What follows belongs to an exercise in optimizing a design on an open flow for small area; a production flow would make more cautious choices. The RTL was checked by simulation tests, not by an equivalence proof against the original design.

**design.v**
```verilog
package fitnessPkg;
    localparam int DataWidth    = 8;     
    localparam int CalorieWidth = 24;    
    localparam int SecondsWrap  = 59;    
    localparam int RateRun   = 10;
    localparam int RateWalk  = 5;
    localparam int RateCycle = 8;
    localparam int FifoDepth = 4;                     
    localparam int PtrWidth  = $clog2(FifoDepth);
    localparam int StepWidth = $clog2(DataWidth);     
    typedef enum logic [1:0] {
        actIdle  = 2'd0,
        actRun   = 2'd1,
        actWalk  = 2'd2,
        actCycle = 2'd3
    } activityT;
    typedef enum logic [1:0] {
        idle    = 2'd0,     
        calc    = 2'd1,     
        divide  = 2'd2,     
        publish = 2'd3      
    } engineStateT;
endpackage
`timescale 1ns/1ps
import fitnessPkg::*;
module activityTimer (
    input  logic                 clk,
    input  logic                 rst,
    input  logic                 secTick,         
    input  logic [1:0]             activity,
    input  logic                 sampleReady,
    output logic                 sampleValid,
    output logic [1:0]             sampleActivity,
    output logic [DataWidth-1:0] sampleSeconds
);
    logic [DataWidth-1:0] secRun;
    logic [DataWidth-1:0] secWalk;
    logic [DataWidth-1:0] secCycle;
    logic [DataWidth-1:0] curSeconds;
    logic [DataWidth-1:0] nextSeconds;
    logic                 tickActive;
    assign tickActive = secTick && (activity != actIdle);     
    always_comb begin
        case (activity)
            actRun:   curSeconds = secRun;
            actWalk:  curSeconds = secWalk;
            actCycle: curSeconds = secCycle;
            default:  curSeconds = '0;
        endcase
    end
    assign nextSeconds = (curSeconds == DataWidth'(SecondsWrap)) ? '0
                                                                  : curSeconds + DataWidth'(1);
    always_ff @(posedge clk or posedge rst) begin
        if (rst) begin
            secRun   <= '0;
            secWalk  <= '0;
            secCycle <= '0;
        end else if (tickActive) begin
            case (activity)
                actRun:   secRun   <= nextSeconds;
                actWalk:  secWalk  <= nextSeconds;
                actCycle: secCycle <= nextSeconds;
                default:  ;
            endcase
        end
    end
    always_ff @(posedge clk or posedge rst) begin
        if (rst) begin
            sampleValid    <= 1'b0;
            sampleActivity <= actIdle;
            sampleSeconds  <= '0;
        end else if (tickActive) begin
            sampleValid    <= 1'b1;            
            sampleActivity <= activity;
            sampleSeconds  <= nextSeconds;
        end else if (sampleReady) begin
            sampleValid <= 1'b0;               
        end
    end
endmodule
`timescale 1ns/1ps
import fitnessPkg::*;
module sampleFifo (
    input  logic                 clk,
    input  logic                 rst,
    input  logic                 sampleValid,
    input  logic [1:0]             sampleActivity,
    input  logic [DataWidth-1:0] sampleSeconds,
    output logic                 sampleReady,
    output logic                 fifoValid,
    output logic [1:0]             fifoActivity,
    output logic [DataWidth-1:0] fifoSeconds,
    input  logic                 fifoReady
);
    logic [1:0]             memActivity [FifoDepth];
    logic [DataWidth-1:0] memSeconds  [FifoDepth];
    logic [PtrWidth-1:0]  wrPtr;
    logic [PtrWidth-1:0]  rdPtr;
    logic [PtrWidth:0]    count;           
    logic                 doWrite;
    logic                 doRead;
    assign sampleReady = (count != FifoDepth);
    assign fifoValid   = (count != '0);
    assign doWrite     = sampleValid && sampleReady;
    assign doRead      = fifoValid && fifoReady;
    assign fifoActivity = memActivity[rdPtr];     
    assign fifoSeconds  = memSeconds[rdPtr];
    always_ff @(posedge clk) begin
        if (doWrite) begin
            memActivity[wrPtr] <= sampleActivity;
            memSeconds[wrPtr]  <= sampleSeconds;
        end
    end
    always_ff @(posedge clk or posedge rst) begin
        if (rst) begin
            wrPtr <= '0;
            rdPtr <= '0;
            count <= '0;
        end else begin
            if (doWrite) begin
                wrPtr <= wrPtr + PtrWidth'(1);
            end
            if (doRead) begin
                rdPtr <= rdPtr + PtrWidth'(1);
            end
            case ({doWrite, doRead})
                2'b10:   count <= count + 1'b1;
                2'b01:   count <= count - 1'b1;
                default: ;                      
            endcase
        end
    end
endmodule
`timescale 1ns/1ps
import fitnessPkg::*;
module serialDivider (
    input  logic                 clk,
    input  logic                 rst,
    input  logic                 divStart,
    input  logic [DataWidth-1:0] dividend,
    input  logic [DataWidth-1:0] divisor,
    output logic                 divDone,
    output logic [DataWidth-1:0] quotient
);
    logic [DataWidth-1:0] remReg;
    logic [DataWidth-1:0] quoReg;
    logic [DataWidth-1:0] divisorReg;
    logic [StepWidth-1:0] stepsLeft;
    logic                 busy;
    logic [DataWidth-1:0] remIn;
    logic [DataWidth-1:0] quoIn;
    logic [DataWidth-1:0] divIn;
    logic [DataWidth:0]   trial;
    logic [DataWidth:0]   diff;
    logic [DataWidth-1:0] remNext;
    logic [DataWidth-1:0] quoNext;
    assign remIn = divStart ? '0 : remReg;
    assign quoIn = divStart ? dividend : quoReg;
    assign divIn = divStart ? divisor : divisorReg;
    assign trial = {remIn, quoIn[DataWidth-1]};     
    assign diff  = trial - {1'b0, divIn};
    always_comb begin
        if (diff[DataWidth]) begin                    
            remNext = trial[DataWidth-1:0];
            quoNext = {quoIn[DataWidth-2:0], 1'b0};
        end else begin
            remNext = diff[DataWidth-1:0];
            quoNext = {quoIn[DataWidth-2:0], 1'b1};
        end
    end
    always_ff @(posedge clk or posedge rst) begin
        if (rst) begin
            remReg     <= '0;
            quoReg     <= '0;
            divisorReg <= '0;
            stepsLeft  <= '0;
            busy       <= 1'b0;
            divDone    <= 1'b0;
        end else begin
            divDone <= 1'b0;
            if (divStart) begin
                remReg     <= remNext;
                quoReg     <= quoNext;
                divisorReg <= divisor;
                stepsLeft  <= StepWidth'(DataWidth - 1);
                busy       <= 1'b1;
            end else if (busy) begin
                remReg    <= remNext;
                quoReg    <= quoNext;
                stepsLeft <= stepsLeft - 1'b1;
                if (stepsLeft == StepWidth'(1)) begin
                    busy    <= 1'b0;               
                    divDone <= 1'b1;
                end
            end
        end
    end
    assign quotient = quoReg;
endmodule
`timescale 1ns/1ps
import fitnessPkg::*;
module metricsEngine (
    input  logic                    clk,
    input  logic                    rst,
    input  logic                    fifoValid,
    input  logic [1:0]                fifoActivity,
    input  logic [DataWidth-1:0]    fifoSeconds,
    input  logic [DataWidth-1:0]    weight,
    input  logic [DataWidth-1:0]    restingRate,
    input  logic [DataWidth-1:0]    distance,
    output logic                    fifoReady,
    output logic [DataWidth-1:0]    secondsRun,
    output logic [DataWidth-1:0]    secondsWalk,
    output logic [DataWidth-1:0]    secondsCycle,
    output logic [CalorieWidth-1:0] caloriesRun,
    output logic [CalorieWidth-1:0] caloriesWalk,
    output logic [CalorieWidth-1:0] caloriesCycle,
    output logic [DataWidth-1:0]    speed,
    output logic [DataWidth-1:0]    targetRate,
    output logic                    resultValid
);
    logic [1:0]             state;
    logic [1:0]                curAct;
    logic [DataWidth-1:0]    curSec;
    logic [DataWidth-1:0]    storeRun;
    logic [DataWidth-1:0]    storeWalk;
    logic [DataWidth-1:0]    storeCycle;
    logic [DataWidth-1:0]    nextRun;
    logic [DataWidth-1:0]    nextWalk;
    logic [DataWidth-1:0]    nextCycle;
    logic [DataWidth-1:0]    timeSum;
    logic [DataWidth-1:0]    timeTotal;
    logic [CalorieWidth-1:0] rateSel;
    logic [CalorieWidth-1:0] calNew;
    logic [DataWidth-1:0]    speedNew;
    logic                    divStart;
    logic                    divDone;
    logic [DataWidth-1:0]    quotient;
    assign fifoReady = (state == idle);
    assign nextRun   = (curAct == actRun)   ? curSec : storeRun;
    assign nextWalk  = (curAct == actWalk)  ? curSec : storeWalk;
    assign nextCycle = (curAct == actCycle) ? curSec : storeCycle;
    assign timeSum   = nextRun + nextWalk + nextCycle;     
    always_comb begin
        case (curAct)
            actRun:   rateSel = CalorieWidth'(RateRun);
            actWalk:  rateSel = CalorieWidth'(RateWalk);
            actCycle: rateSel = CalorieWidth'(RateCycle);
            default:  rateSel = '0;
        endcase
    end
    assign divStart = (state == calc) && (timeSum != '0);
    assign speedNew = (timeTotal == '0) ? '0 : quotient;
    serialDivider serialDivider_i (
        .clk      (clk),
        .rst      (rst),
        .divStart (divStart),
        .dividend (distance),
        .divisor  (timeSum),
        .divDone  (divDone),
        .quotient (quotient)
    );
    always_ff @(posedge clk or posedge rst) begin
        if (rst) begin
            state      <= idle;
            curAct     <= actIdle;
            curSec     <= '0;
            storeRun   <= '0;
            storeWalk  <= '0;
            storeCycle <= '0;
            timeTotal  <= '0;
            calNew     <= '0;
        end else begin
            case (state)
                idle: begin
                    if (fifoValid) begin
                        curAct <= fifoActivity;
                        curSec <= fifoSeconds;
                        state  <= calc;
                    end
                end
                calc: begin
                    storeRun   <= nextRun;
                    storeWalk  <= nextWalk;
                    storeCycle <= nextCycle;
                    timeTotal  <= timeSum;
                    calNew     <= CalorieWidth'(weight) * rateSel * CalorieWidth'(curSec);
                    state      <= (timeSum == '0) ? publish : divide;     
                end
                divide: begin
                    if (divDone) begin
                        state <= publish;
                    end
                end
                publish: state <= idle;
                default: state <= idle;
            endcase
        end
    end
    always_ff @(posedge clk or posedge rst) begin
        if (rst) begin
            secondsRun    <= '0;
            secondsWalk   <= '0;
            secondsCycle  <= '0;
            caloriesRun   <= '0;
            caloriesWalk  <= '0;
            caloriesCycle <= '0;
            speed         <= '0;
            targetRate    <= '0;
            resultValid   <= 1'b0;
        end else begin
            resultValid <= (state == publish);
            if (state == publish) begin
                secondsRun   <= storeRun;
                secondsWalk  <= storeWalk;
                secondsCycle <= storeCycle;
                case (curAct)
                    actRun:   caloriesRun   <= calNew;
                    actWalk:  caloriesWalk  <= calNew;
                    actCycle: caloriesCycle <= calNew;
                    default:  ;
                endcase
                speed      <= speedNew;
                targetRate <= restingRate + weight / DataWidth'(2)
                              + speedNew / DataWidth'(3);     
            end
        end
    end
endmodule
`timescale 1ns/1ps
import fitnessPkg::*;
module fitnessTracker (
    input  logic                    clk,
    input  logic                    rst,
    input  logic                    secTick,
    input  logic [1:0]                activity,
    input  logic [DataWidth-1:0]    weight,
    input  logic [DataWidth-1:0]    restingRate,
    input  logic [DataWidth-1:0]    distance,
    output logic [DataWidth-1:0]    secondsRun,
    output logic [DataWidth-1:0]    secondsWalk,
    output logic [DataWidth-1:0]    secondsCycle,
    output logic [CalorieWidth-1:0] caloriesRun,
    output logic [CalorieWidth-1:0] caloriesWalk,
    output logic [CalorieWidth-1:0] caloriesCycle,
    output logic [DataWidth-1:0]    speed,
    output logic [DataWidth-1:0]    targetRate,
    output logic                    resultValid
);
    logic                 sampleValid;       
    logic                 sampleReady;
    logic [1:0]             sampleActivity;
    logic [DataWidth-1:0] sampleSeconds;
    logic                 fifoValid;         
    logic                 fifoReady;
    logic [1:0]             fifoActivity;
    logic [DataWidth-1:0] fifoSeconds;
    activityTimer activityTimer_i (
        .clk            (clk),
        .rst            (rst),
        .secTick        (secTick),
        .activity       (activity),
        .sampleReady    (sampleReady),
        .sampleValid    (sampleValid),
        .sampleActivity (sampleActivity),
        .sampleSeconds  (sampleSeconds)
    );
    sampleFifo sampleFifo_i (
        .clk            (clk),
        .rst            (rst),
        .sampleValid    (sampleValid),
        .sampleActivity (sampleActivity),
        .sampleSeconds  (sampleSeconds),
        .sampleReady    (sampleReady),
        .fifoValid      (fifoValid),
        .fifoActivity   (fifoActivity),
        .fifoSeconds    (fifoSeconds),
        .fifoReady      (fifoReady)
    );
    metricsEngine metricsEngine_i (
        .clk           (clk),
        .rst           (rst),
        .fifoValid     (fifoValid),
        .fifoActivity  (fifoActivity),
        .fifoSeconds   (fifoSeconds),
        .weight        (weight),
        .restingRate   (restingRate),
        .distance      (distance),
        .fifoReady     (fifoReady),
        .secondsRun    (secondsRun),
        .secondsWalk   (secondsWalk),
        .secondsCycle  (secondsCycle),
        .caloriesRun   (caloriesRun),
        .caloriesWalk  (caloriesWalk),
        .caloriesCycle (caloriesCycle),
        .speed         (speed),
        .targetRate    (targetRate),
        .resultValid   (resultValid)
    );
endmodule
```
**run.sh**
```bash
#!/bin/bash
# synth_recipe.tcl (not shown) runs the flow's synth.tcl, then flattens the netlist and writes it again
# the make line also repeats each setting of config.mk as NAME=value (left out here)
make -C /OpenROAD-flow-scripts/flow DESIGN_CONFIG=/design/flow/config.mk WORK_HOME=/design/flow/orfs CLKGATE_MAP_FILE= SYNTH_SCRIPT=/design/flow/synth_recipe.tcl finish
```
**config.mk**
```make
export PLATFORM = sky130hd
export DESIGN_NAME = fitnessTracker
export DESIGN_NICKNAME = fitnessTracker
export VERILOG_FILES = /design/flow/design.v
export SDC_FILE = /design/flow/constraint.sdc
export NUM_CORES = 4
export LEC_CHECK = 0
export CAP_MARGIN = 20
export CORE_MARGIN = 2
export CORE_UTILIZATION = 40
export SLEW_MARGIN = 20
```
**constraint.sdc**
```tcl
create_clock -name core_clock -period 12.0 [get_ports {clk}]
set_input_delay 2.4000 -clock core_clock [delete_from_list [all_inputs] [get_ports {clk}]]
set_output_delay 2.4000 -clock core_clock [all_outputs]
set_load 0.01 [all_outputs]
```
==> results.toml <==
[global_route]
grt_max_degree = 124
grtUsageTotal = 0.1716
grt_pass1_wl_mm = 61.29
overflow = 0
antenna_found_initial = 0
grt_pass1_vias = 11800

[timing]
rsz0062_at_grt = "no"
fin_crit_ps = 9993
hold_ws_ps = 477.5
tightest_slew_ps = 1014
slew_headroom = 0.3215
fin_ws_ps = 2007
hold_violations = 0
fmax_mhz = 100.1
setup_violations = 0
finClkSkew_ps = 18.96
period_share = 0.8327
drv_slew = 0
fin_tns_setup_ps = 0

[critical_path]
cp_slowest_cell = "clkdlybuf4s50_1"
end_kind = "flop"
crit_required_ps = 12410
arrival_ps = 10400
path_max_fanout = 9
critPathKind = "input port to flop"
worst_setup_path_start_kind = "input port"
crit_top_cell = "fa_1"
crit_path_max_incr_delay_ps = 610

[min_path]
hold_path.class = "flop to flop"

[placed_design]
dp_cells = 2196
place_ws_ps = 1493
routabilityCongestion = 0.7991
dp_hpwl_mm = 26.47
portBuffers = 135
dpl_cell_area_mm2 = 0.01893

[run_status]
run_status = "complete, no violations"

[synthesis]
synth-edff-count = 40
synth_top_area_share = 0.3573
ys_seq_elements = 284
synth_cells = 1575
yosysSeqAreaShare = 0.4276
synth.avg_cell_area_um2 = 10.85
yosys.area.top_type = "dfrtp_1"
ys.flop_type = "dfrtp_1"
synth_cell_types = 65
yosys_warnings = 4
synthTopCellsByCount = "dfrtp_1 (244), nand2_1 (201), inv_1 (164), mux2_2 (153), ha_1 (93)"
yosysMostFrequentCell = "dfrtp_1"
synth.area.top_cells = "dfrtp_1 (36%), fa_1 (11%), mux2_2 (10%), edfxtp_1 (7.0%), ha_1 (6.8%)"
ys_async_sr_fraction = 0.8592
syn_area_mm2 = 0.01709

[detailed_routing]
via_per_inst = 5.063
first_pass_iters = 5
drtIter0Drc = 491
routed_wl_mm = 36.70
vias = 11430
drc = 0
final_antenna_net_count = 0
avgRoutedWirePerCell_um = 16.26

[cts]
htree_levels = 2
cts_inserted_buffers = 35
clock-root-buffer = "clkbuf_16"
cts_buffer_depth = 3
cts_tree = "yes"
ctsHoldBuffers = 0
cts_setup_buffers = 0
clkSlewWorstSetupHoldPaths_ps = 60
cts_sinks = 284
clk_latency_ps = 540
cts_resized = 0

[final_layout]
multi_input_area_mm2 = 0.008889
area_delta_synth_final_pct = 17.55
fin_cells = 2257
n_antenna_cell = 0
fill_cells = 3907
final_cell_area_mm2 = 0.02009
utilization = 0.4779
fin_nets = 1906
drive_above_1_share = 0.1391
regArea_mm2 = 0.007307

[floorplanning]
rows = 75
io_pins = 142
start_util = 0.4065
fp.coreArea_mm2 = 0.04204
die-area_mm2 = 0.04439
fp.dieW_um = 210.7
die_y_um = 210.7

[flow_run]
cap_violations = 0
==> cell usage in the layout, fill, tap and decap left out, types with 13 or more instances in the layout <==
cell               n
mux2i_1           18
nor2_1            62
o21ai_0           88
inv_1            163
clkbuf_16         36
edfxtp_1          40
fa_1              90
dfrtp_1          244
and2_1            61
a21oi_1           48
nor3_1            13
ha_1              91
nand2b_1          16
xnor2_1           39
clkdlybuf4s50_1  135
mux2_2           153
nor2b_1           18
xor2_1            13
nand3_1           16
nand2_1          201
==> kinds of logic after synthesis <==
kind of cell | after synthesis | synth area share
buf+inv | 234 | 0.05396
simple gates | 424 | 0.1160
other cells | 1 | 0.0002194
fa+ha+maj | 183 | 0.1735
mux | 182 | 0.1254
flops | 284 | 0.4276
compound gates | 214 | 0.07541
xor+xnor | 53 | 0.02797
==> routing by layer <==
layer | wire length [um] | up-vias | GRT usage | part of all wire
li1 | - | 5484 | - | -
met1 | 16980 | 5700 | 0.2338 | 0.46
met2 | 17470 | 198 | 0.2784 | 0.48
met3 | 1481 | 46 | 0.03628 | 0.040
met4 | 769 | 0 | 0.04711 | 0.021
met5 | 0 | - | 0 | 0
==> path summary, 6_finish.rpt <==
check / start / to / slack (ps) / cells after the start
min: activityTimer_i.secCycle[1]$_DFFE_PP0P_ / activityTimer_i.secCycle[1]$_DFFE_PP0P_ / 480 / 2
min in group asynchronous: rst / metricsEngine_i.caloriesWalk[18]$_DFFE_PP0P_ / 2390 / 2
max: weight[0] / metricsEngine_i.calNew[18]$_DFFE_PP0P_ / 2010 / 28
max reg2reg: metricsEngine_i.curAct[0]$_DFFE_PP0P_ / metricsEngine_i.calNew[18]$_DFFE_PP0P_ / 2880 / 29
min reg2reg: activityTimer_i.secCycle[1]$_DFFE_PP0P_ / activityTimer_i.secCycle[1]$_DFFE_PP0P_ / 480 / 2
max in group asynchronous: rst / metricsEngine_i.serialDivider_i.divDone$_DFF_PP0_ / 8110 / 3
==> worst max-delay path: cells and delay by family <==
kind	cells	cell delay, ps
AOI/OAI and AO/OA	11	2240
and+or+nand+nor	3	770
buffers and inverters	3	730
xor gates and xnor gates	2	380
adders and majority gates	8	3620
muxes	1	250
==> sequential cells by signal, indices dropped and copies added (netlist names), 22 cells and up <==
signal	cells
metricsEngine_i.calNew	22
sampleFifo_i.memSeconds	32
metricsEngine_i.caloriesCycle	22
metricsEngine_i.caloriesWalk	22
metricsEngine_i.caloriesRun	22
==> layout make-up <==
cell class	count	share of cell area
clock buffers	45	0.04752
inverters	165	0.03120
repair buffers	146	0.07138
clock inverters	16	0.01015
flip-flops and latches	284	0.3637
well taps	539	0.03357
multi-input cells	1062	0.4425

[re-timing with driven ports]
The flow's constraints put no driver on any port. The routed layout listed below was extracted and timed again, unchanged, in two steps. Step 1 sets driving cells, clkbuf_16 on the clock port and buf_2 on the other inputs (assumed; they add their load-dependent delay and slew). Step 2 adds t to the input delays and takes it off the output delays; t is the mean of the earliest and latest rising clock arrival at the registers after step 1. Input paths then give back, and output paths get back, about the clock's delay inside the block. Three values: ideal, step 1, step 2; two values: the first two.
t, ns: 0.581
setup slack, ns: 2.008 / 2.018 / 1.437
hold WS [ns]: 0.478 / 0.478 / 0.478
slew at the worst register clock pin (ns): 0.06 / 0.06
worst slew at a driven data input, ns: 0.05
After both steps setup and hold are still met in this run. The setup slack of this run moves by +0.010 ns with the drivers and by -0.571 ns with both steps.
